Context: an optimization exercise on an open-source flow, tuned for small area, a short achievable clock period and few clock cycles per item. The choices shown serve that exercise and are no tape-out recipe.
In this exercise RTL edits were held to simulation tests only and were not proved equivalent to the original.
Power is estimated from default activity; no workload was simulated.

== run D ==
==> flow/design.v <==
package srr_pkg;
  localparam int SRR_WINDOW_DEPTH = 16;
  localparam int SRR_MAX_PAYLOAD  = 1024;
  localparam int SEQ_W = 16;
  localparam int LEN_W = 11;
  localparam int REF_W = 32;
  typedef enum logic [1:0] {
    KIND_ACK     = 2'd0,
    KIND_DUP     = 2'd1,
    KIND_DELIVER = 2'd2
  } kind_t;
  typedef enum logic [1:0] {
    ALU_SUB = 2'd0,
    ALU_INC = 2'd1,
    ALU_DEC = 2'd2
  } alu_op_t;
  typedef enum logic [2:0] {
    ST_IDLE,
    ST_AHEAD,
    ST_BEHIND,
    ST_CLASS,
    ST_OLD,
    ST_READ,
    ST_DELIVER
  } state_t;
  typedef struct packed {
    logic             last;
    logic [LEN_W-1:0] length;
    logic [REF_W-1:0] pref;
  } slot_entry_t;
endpackage
module srr_alu (
  input  logic [15:0] seq,
  input  logic [15:0] exp_n,
  input  logic [11:0] e_hi_p1,    
  input  logic [11:0] e_hi_m1,    
  output logic        win,
  output logic        beh,
  output logic        head
);
  logic        brw;
  logic        eq0, eqp, eqm;
  assign brw     = seq[3:0] < exp_n[3:0];
  assign eq0     = (seq[15:4] == exp_n[15:4]);
  assign eqp     = (seq[15:4] == e_hi_p1);
  assign eqm     = (seq[15:4] == e_hi_m1);
  assign win     = brw ? eqp : eq0;
  assign beh     = brw ? eq0 : eqm;
  assign head    = eq0 && (seq[3:0] == exp_n[3:0]);
endmodule
module srr_slot_store #(
  parameter int W = 43
) (
  input  logic        clk,
  input  logic [15:0] wr_en,
  input  logic [W-1:0] wr_data,
  input  logic [15:0] rd_sel,
  output logic [W-1:0] rd_data
);
  logic [W-1:0] mem [16];
  always_ff @(posedge clk) begin
    for (int k = 0; k < 16; k++) begin
      if (wr_en[k]) mem[k] <= wr_data;
    end
  end
  always_comb begin
    rd_data = '0;
    for (int k = 0; k < 16; k++) begin
      rd_data = rd_data | (mem[k] & {W{rd_sel[k]}});
    end
  end
endmodule
module selective_repeat_receiver_core #(
  parameter int WINDOW_DEPTH = srr_pkg::SRR_WINDOW_DEPTH
) (
  input  logic                      clk,
  input  logic                      rst_n,
  input  logic                      in_valid,
  output logic                      in_ready,
  input  logic [15:0]               in_seq_num,
  input  logic                      in_last_flag,
  input  logic [10:0]               in_payload_length,
  input  logic [31:0]               in_payload_ref,
  output logic                      out_valid,
  input  logic                      out_ready,
  output logic [1:0]                out_kind,
  output logic [15:0]               out_ack_num,
  output logic                      out_last,
  output logic [10:0]               out_length,
  output logic [31:0]               out_ref,
  output logic                      out_end_of_run,
  output logic                      out_transfer_done
);
  logic [15:0] exp_r;
  logic [11:0] ehp1_r, ehm1_r;    
  logic [15:0] eoh_r;             
  logic [15:0] em1_r;             
  logic        done_r;
  logic [15:0] held_r;
  logic        lv_r;
  logic [3:0]  lp_r;
  logic        ov_r;
  logic [1:0]  kind_r;
  logic [15:0] num_r;
  logic        olast_r;
  logic [42:0] odata_r;
  logic        oend_r;
  logic        odone_r;       
  logic        rdy_idle_r;    
  logic        rdy_end_r;     
  logic        cont_r;        
  logic        adv, dlv, take;
  logic [15:0] sdec, wen;
  logic [15:0] eoh1, rsel;
  logic [42:0] rd_data;
  logic        lt_lp, ge_e_in, ge_e_lp, nearer;
  logic        rd_last, held_nx;
  logic        win, beh, head, free, st, go;
  logic        win_nd;
  logic [15:0] exp_m1;
  logic [10:0] len_c;
  assign in_ready = rdy_idle_r || (out_ready && rdy_end_r);
  assign adv      = out_ready || !ov_r;
  assign dlv      = adv && cont_r;
  assign take     = in_valid && adv && !cont_r;
  assign eoh1 = {eoh_r[14:0], eoh_r[15]};
  assign rsel = cont_r ? eoh_r : 16'd0;
  always_comb begin
    for (int k = 0; k < 16; k++) sdec[k] = (in_seq_num[3:0] == k[3:0]);
  end
  assign wen = {16{take}} & sdec & ~held_r;
  srr_slot_store u_store (
    .clk     (clk),
    .wr_en   (wen),
    .wr_data ({len_c, in_payload_ref}),
    .rd_sel  (rsel),
    .rd_data (rd_data)
  );
  assign rd_last = lv_r && (lp_r == exp_r[3:0]);
  assign lt_lp   = in_seq_num[3:0] < lp_r;
  assign ge_e_in = in_seq_num[3:0] >= exp_r[3:0];
  assign ge_e_lp = lp_r >= exp_r[3:0];
  assign nearer  = (ge_e_in == ge_e_lp) ? lt_lp : ge_e_in;
  assign held_nx = (held_r & eoh1) != 16'd0;
  srr_alu u_cls (
    .seq   (in_seq_num),
    .exp_n   (exp_r),
    .e_hi_p1 (ehp1_r),
    .e_hi_m1 (ehm1_r),
    .win   (win),
    .beh   (beh),
    .head  (head)
  );
  assign free   = !held_r[in_seq_num[3:0]];
  assign st     = !done_r && win && free;
  assign go     = !done_r && head;
  assign exp_m1 = em1_r;
  assign win_nd = !done_r && win;
  assign len_c  = (in_payload_length[10] && (in_payload_length[9:0] != 10'd0))
                  ? 11'd1024 : in_payload_length;
  always_ff @(posedge clk) begin
    if (!rst_n) begin
      ov_r   <= 1'b0;
      rdy_idle_r <= 1'b1;
      rdy_end_r  <= 1'b1;
      cont_r     <= 1'b0;
      odone_r    <= 1'b0;
      exp_r  <= '0;
      ehp1_r <= 12'h001;
      ehm1_r <= 12'hfff;
      eoh_r  <= 16'h0001;
      em1_r  <= '0;
      done_r <= 1'b0;
      held_r <= '0;
      lv_r   <= 1'b0;
    end else begin
      if (dlv) begin
        ov_r   <= 1'b1;
        rdy_idle_r <= 1'b0;
        rdy_end_r  <= rd_last || !held_nx;
        cont_r     <= !rd_last && held_nx;
        odone_r    <= odone_r || rd_last;
        exp_r  <= exp_r + 16'd1;
        em1_r  <= (exp_r == 16'hffff) ? 16'd0 : exp_r;
        eoh_r  <= eoh1;
        if (exp_r[3:0] == 4'hf) begin
          ehp1_r <= ehp1_r + 12'd1;
          ehm1_r <= exp_r[15:4];
        end
        done_r <= done_r || rd_last;
        held_r <= held_r & ~eoh_r;
      end else if (take) begin
        ov_r <= 1'b1;
        rdy_idle_r <= 1'b0;
        rdy_end_r  <= !go;
        cont_r     <= go;
        held_r <= held_r | ({16{win_nd}} & sdec);
        if (st && in_last_flag && (!lv_r || nearer)) begin
          lv_r <= 1'b1;
          lp_r <= in_seq_num[3:0];
        end
      end else if (adv) begin
        ov_r <= 1'b0;
        rdy_idle_r <= 1'b1;
        rdy_end_r  <= 1'b1;
        cont_r     <= 1'b0;
      end
    end
  end
  always_ff @(posedge clk) begin
    if (dlv) begin
      kind_r  <= srr_pkg::KIND_DELIVER;
      num_r   <= exp_r;
      olast_r <= rd_last;
      oend_r  <= rd_last || !held_nx;
    end else if (take) begin
      kind_r  <= st ? srr_pkg::KIND_ACK : srr_pkg::KIND_DUP;
      num_r   <= (done_r || win || beh) ? in_seq_num : exp_m1;
      olast_r <= in_last_flag;
      oend_r  <= !go;
    end
    if (adv) odata_r <= rd_data[42:0];
  end
  assign out_valid         = ov_r;
  assign out_kind          = kind_r;
  assign out_ack_num       = num_r;
  assign out_last          = olast_r;
  assign out_length        = odata_r[42:32];
  assign out_ref           = odata_r[31:0];
  assign out_end_of_run    = oend_r;
  assign out_transfer_done = odone_r;
endmodule
clock: 5.0 ns
lec_check: 0
cap_margin: 20
core_margin: 2
core_utilization: 40
setup_slack_margin: 2.65
slew_margin: 20
standard.sh (not shown) runs the stock make flow with config.mk's settings and CLKGATE_MAP_FILE= SYNTH_SCRIPT=/design/flow/synth_recipe.tcl, a recipe that flattens the netlist after the stock synthesis.
==> flow/flow/run.sh <==
#!/bin/bash
# Layout flow: the standard ORFS flow (standard.sh) with two changes after
# synthesis, passed to ORFS as its own variables:
#  - buffer_ports puts a buf_2 on each port instead of the delay cell it picks
#    by default
#  - clock tree synthesis adds no dummy loads and clusters up to 25 sinks
#    within 100 um per leaf buffer, for a smaller clock tree
# 1. the standard synthesis, unchanged
# 2. floorplan to finish
set -euo pipefail
bash standard.sh synth > flow_synth.log 2>&1
export BUFFER_PORTS_ARGS="-buffer_cell sky130_fd_sc_hd__buf_2"
export CTS_ARGS="-sink_clustering_enable -repair_clock_nets -dont_use_dummy_load -sink_clustering_size 25 -sink_clustering_max_diameter 100"
bash standard.sh > flow_layout.log 2>&1
Run D finished all stages; the layout is clean.
Testbench counts of run D, summed over its fixed seeds: cycles 21,937, items 12,000.
Relative to run D, the following input files were edited for run Y:
-- flow/design.v --
<<< run D, line 49
  assign head    = eq0 && (seq[3:0] == exp_n[3:0]);
endmodule
module srr_slot_store #(
  parameter int W = 43
) (
  input  logic        clk,
  input  logic [15:0] wr_en,
  input  logic [W-1:0] wr_data,
  input  logic [15:0] rd_sel,
  output logic [W-1:0] rd_data
);
  logic [W-1:0] mem [16];
  always_ff @(posedge clk) begin
    for (int k = 0; k < 16; k++) begin
>>> run Y, line 49
  assign head    = eq0 && (seq[3:0] == exp_n[3:0]);
endmodule
module srr_slot_store (
  input  logic        clk,
  input  logic [15:0] wr_en,
  input  logic [43:0] wr_data,
  input  logic [15:0] rd_sel,
  output logic [43:0] rd_data
);
  logic [43:0] mem [16];
  always_ff @(posedge clk) begin
    for (int k = 0; k < 16; k++) begin
<<< run D, line 67
    rd_data = '0;
    for (int k = 0; k < 16; k++) begin
      rd_data = rd_data | (mem[k] & {W{rd_sel[k]}});
    end
  end
>>> run Y, line 65
    rd_data = '0;
    for (int k = 0; k < 16; k++) begin
      rd_data = rd_data | (mem[k] & {44{rd_sel[k]}});
    end
  end
<<< run D, line 98
  logic        done_r;
  logic [15:0] held_r;
  logic        lv_r;
  logic [3:0]  lp_r;
  logic        ov_r;
  logic [1:0]  kind_r;
>>> run Y, line 96
  logic        done_r;
  logic [15:0] held_r;
  logic        ov_r;
  logic [1:0]  kind_r;
<<< run D, line 113
  logic [15:0] sdec, wen;
  logic [15:0] eoh1, rsel;
  logic [42:0] rd_data;
  logic        lt_lp, ge_e_in, ge_e_lp, nearer;
  logic        rd_last, held_nx;
  logic        win, beh, head, free, st, go;
>>> run Y, line 109
  logic [15:0] sdec, wen;
  logic [15:0] eoh1, rsel;
  logic [43:0] rd_data;
  logic        rd_last, held_nx;
  logic        win, beh, head, free, st, go;
<<< run D, line 133
    .clk     (clk),
    .wr_en   (wen),
    .wr_data ({len_c, in_payload_ref}),
    .rd_sel  (rsel),
    .rd_data (rd_data)
  );
  assign rd_last = lv_r && (lp_r == exp_r[3:0]);
  assign lt_lp   = in_seq_num[3:0] < lp_r;
  assign ge_e_in = in_seq_num[3:0] >= exp_r[3:0];
  assign ge_e_lp = lp_r >= exp_r[3:0];
  assign nearer  = (ge_e_in == ge_e_lp) ? lt_lp : ge_e_in;
  assign held_nx = (held_r & eoh1) != 16'd0;
  srr_alu u_cls (
>>> run Y, line 128
    .clk     (clk),
    .wr_en   (wen),
    .wr_data ({in_last_flag, len_c, in_payload_ref}),
    .rd_sel  (rsel),
    .rd_data (rd_data)
  );
  assign rd_last = rd_data[43];
  assign held_nx = (held_r & eoh1) != 16'd0;
  srr_alu u_cls (
<<< run D, line 173
      done_r <= 1'b0;
      held_r <= '0;
      lv_r   <= 1'b0;
    end else begin
      if (dlv) begin
>>> run Y, line 164
      done_r <= 1'b0;
      held_r <= '0;
    end else begin
      if (dlv) begin
<<< run D, line 196
        cont_r     <= go;
        held_r <= held_r | ({16{win_nd}} & sdec);
        if (st && in_last_flag && (!lv_r || nearer)) begin
          lv_r <= 1'b1;
          lp_r <= in_seq_num[3:0];
        end
      end else if (adv) begin
        ov_r <= 1'b0;
>>> run Y, line 186
        cont_r     <= go;
        held_r <= held_r | ({16{win_nd}} & sdec);
      end else if (adv) begin
        ov_r <= 1'b0;
[summary]
Post-cts repair resize count was lower in run Y than in run D. Looking only at least setup slack across all paths after layout, and setting everything else aside, the higher value of run D and run Y goes to run D. [compare] base=run D new=run Y: mean instance size in the synthesized netlist shows an increase of 2.5%; combined flip-flop and latch cell area now larger; sequential cell count rose about 1.3%. From run D to run Y the numbers moved as follows: synthesized area shows an increase of about 0.34%; detail-routed via count per cell shows a reduction of 0.026. Summary: with run D as the reference, area occupied by multi-input gates in run Y moved down slightly. Diff run D and run Y: internal power higher in run Y. As far as first-pass GRT wire length is concerned, run D and run Y perform about the same. The higher relative contribution of sequential cells to total power came out of run Y. Non-clock buffer count in run Y is 14 lower than in run D.
Testbench counts of run Y, summed over its fixed seeds: cycles 21,937, items 12,000.

RTL: the design.v shown in full above, as it stands there.
Settings: LEC_CHECK=0, CAP_MARGIN=20, CORE_MARGIN=2, CORE_UTILIZATION=40, SETUP_SLACK_MARGIN=2.65, SLEW_MARGIN=20; clock period 5.0 ns.
==> flow/flow/run.sh <==
#!/bin/bash
# Layout flow: the standard ORFS flow (standard.sh) with two changes after
# synthesis, passed to ORFS as its own variables:
#  - buffer_ports puts a buf_2 on each port instead of the delay cell it picks
#    by default
#  - clock tree synthesis adds no dummy loads and clusters up to 22 sinks
#    within 90 um per leaf buffer, for a smaller clock tree
# 1. the standard synthesis, unchanged
# 2. floorplan to finish
set -euo pipefail
bash standard.sh synth > flow_synth.log 2>&1
export BUFFER_PORTS_ARGS="-buffer_cell sky130_fd_sc_hd__buf_2"
export CTS_ARGS="-sink_clustering_enable -repair_clock_nets -dont_use_dummy_load -sink_clustering_size 22 -sink_clustering_max_diameter 90"
bash standard.sh > flow_layout.log 2>&1
Testbench counts at the start, summed over its fixed seeds: cycles 21,937, items 12,000.
Then changed:
--- a/flow/design.v
+++ b/flow/design.v
@@ -49,14 +49,12 @@
   assign head    = eq0 && (seq[3:0] == exp_n[3:0]);
 endmodule
-module srr_slot_store #(
-  parameter int W = 43
-) (
+module srr_slot_store (
   input  logic        clk,
   input  logic [15:0] wr_en,
-  input  logic [W-1:0] wr_data,
+  input  logic [43:0] wr_data,
   input  logic [15:0] rd_sel,
-  output logic [W-1:0] rd_data
+  output logic [43:0] rd_data
 );
-  logic [W-1:0] mem [16];
+  logic [43:0] mem [16];
   always_ff @(posedge clk) begin
     for (int k = 0; k < 16; k++) begin
@@ -67,5 +65,5 @@
     rd_data = '0;
     for (int k = 0; k < 16; k++) begin
-      rd_data = rd_data | (mem[k] & {W{rd_sel[k]}});
+      rd_data = rd_data | (mem[k] & {44{rd_sel[k]}});
     end
   end
@@ -95,9 +93,6 @@
   logic [11:0] ehp1_r, ehm1_r;    
   logic [15:0] eoh_r;             
-  logic [15:0] em1_r;             
   logic        done_r;
   logic [15:0] held_r;
-  logic        lv_r;
-  logic [3:0]  lp_r;
   logic        ov_r;
   logic [1:0]  kind_r;
@@ -109,21 +104,18 @@
   logic        rdy_idle_r;    
   logic        rdy_end_r;     
-  logic        cont_r;        
   logic        adv, dlv, take;
   logic [15:0] sdec, wen;
   logic [15:0] eoh1, rsel;
-  logic [42:0] rd_data;
-  logic        lt_lp, ge_e_in, ge_e_lp, nearer;
+  logic [43:0] rd_data;
   logic        rd_last, held_nx;
   logic        win, beh, head, free, st, go;
-  logic        win_nd;
   logic [15:0] exp_m1;
   logic [10:0] len_c;
+  assign adv      = out_ready || rdy_idle_r;
+  assign dlv      = adv && !rdy_end_r;
   assign in_ready = rdy_idle_r || (out_ready && rdy_end_r);
-  assign adv      = out_ready || !ov_r;
-  assign dlv      = adv && cont_r;
-  assign take     = in_valid && adv && !cont_r;
+  assign take     = in_valid && in_ready;
   assign eoh1 = {eoh_r[14:0], eoh_r[15]};
-  assign rsel = cont_r ? eoh_r : 16'd0;
+  assign rsel = rdy_end_r ? 16'd0 : eoh_r;
   always_comb begin
     for (int k = 0; k < 16; k++) sdec[k] = (in_seq_num[3:0] == k[3:0]);
@@ -133,13 +125,9 @@
     .clk     (clk),
     .wr_en   (wen),
-    .wr_data ({len_c, in_payload_ref}),
+    .wr_data ({in_last_flag, len_c, in_payload_ref}),
     .rd_sel  (rsel),
     .rd_data (rd_data)
   );
-  assign rd_last = lv_r && (lp_r == exp_r[3:0]);
-  assign lt_lp   = in_seq_num[3:0] < lp_r;
-  assign ge_e_in = in_seq_num[3:0] >= exp_r[3:0];
-  assign ge_e_lp = lp_r >= exp_r[3:0];
-  assign nearer  = (ge_e_in == ge_e_lp) ? lt_lp : ge_e_in;
+  assign rd_last = rd_data[43];
   assign held_nx = (held_r & eoh1) != 16'd0;
   srr_alu u_cls (
@@ -155,6 +143,5 @@
   assign st     = !done_r && win && free;
   assign go     = !done_r && head;
-  assign exp_m1 = em1_r;
-  assign win_nd = !done_r && win;
+  assign exp_m1 = (exp_r == 16'd0) ? 16'd0 : exp_r - 16'd1;
   assign len_c  = (in_payload_length[10] && (in_payload_length[9:0] != 10'd0))
                   ? 11'd1024 : in_payload_length;
@@ -164,5 +151,4 @@
       rdy_idle_r <= 1'b1;
       rdy_end_r  <= 1'b1;
-      cont_r     <= 1'b0;
       odone_r    <= 1'b0;
       exp_r  <= '0;
@@ -170,8 +156,6 @@
       ehm1_r <= 12'hfff;
       eoh_r  <= 16'h0001;
-      em1_r  <= '0;
       done_r <= 1'b0;
       held_r <= '0;
-      lv_r   <= 1'b0;
     end else begin
       if (dlv) begin
@@ -179,8 +163,6 @@
         rdy_idle_r <= 1'b0;
         rdy_end_r  <= rd_last || !held_nx;
-        cont_r     <= !rd_last && held_nx;
         odone_r    <= odone_r || rd_last;
         exp_r  <= exp_r + 16'd1;
-        em1_r  <= (exp_r == 16'hffff) ? 16'd0 : exp_r;
         eoh_r  <= eoh1;
         if (exp_r[3:0] == 4'hf) begin
@@ -194,15 +176,9 @@
         rdy_idle_r <= 1'b0;
         rdy_end_r  <= !go;
-        cont_r     <= go;
-        held_r <= held_r | ({16{win_nd}} & sdec);
-        if (st && in_last_flag && (!lv_r || nearer)) begin
-          lv_r <= 1'b1;
-          lp_r <= in_seq_num[3:0];
-        end
+        if (st) held_r[in_seq_num[3:0]] <= 1'b1;
       end else if (adv) begin
         ov_r <= 1'b0;
         rdy_idle_r <= 1'b1;
         rdy_end_r  <= 1'b1;
-        cont_r     <= 1'b0;
       end
     end
The changed run completed with no timing, DRC or antenna violations.
Sequential share of layout area is higher by 0.32 points.
Worst hold slack hardly moves.
Global-route usage drops by 0.23 points.
Combinational power fell by about 5%.
Setup slack degrades by 58 ps.
Area after synthesis goes down by 0.88%.
Sequential cell count falls by 6.
Critical path depth is higher by 8.
Cell area drops by 0.47%.
Total power goes down by 0.70%.
Final cell count is lower by 2.5%.
Via count falls by 2.3%.
Clock power is about the same.
Testbench counts after the change, summed over its fixed seeds: cycles 21,937, items 12,000.

re-timing with driven ports:
In the flow no input, the clock included, has a driving cell. The finished layouts below were timed again as built, in two steps.
Step 1 assumes that a clkbuf_16 drives the clock port and a buf_2 every other input.
Step 2 also shifts input and output timing later by t, the mid clock arrival at the registers, as if the neighbouring blocks saw the same clock.
Slacks: ideal / step 1 / step 2; pairs: ideal / step 1.
| run | shift t [ns] | setup slack, ns | worst setup path after step 2 | cell pins on the clock port's net |
|---|---|---|---|---|
| run D | 0.644 | 2.628 / 2.593 / 2.004 | input to register | 1 |
| run Y | 0.631 | 2.622 / 2.590 / 2.101 | input to register | 1 |
| the first run of note 2 | 0.650 | 2.637 / 2.593 / 1.960 | input to register | 1 |
| the second run of note 2 | 0.657 | 2.579 / 2.538 / 1.920 | input to register | 1 |
After both steps every run listed still meets setup and hold. The setup slack of the first run of note 2, which loses most, moves by -0.044 ns with the drivers and by -0.677 ns with both steps.
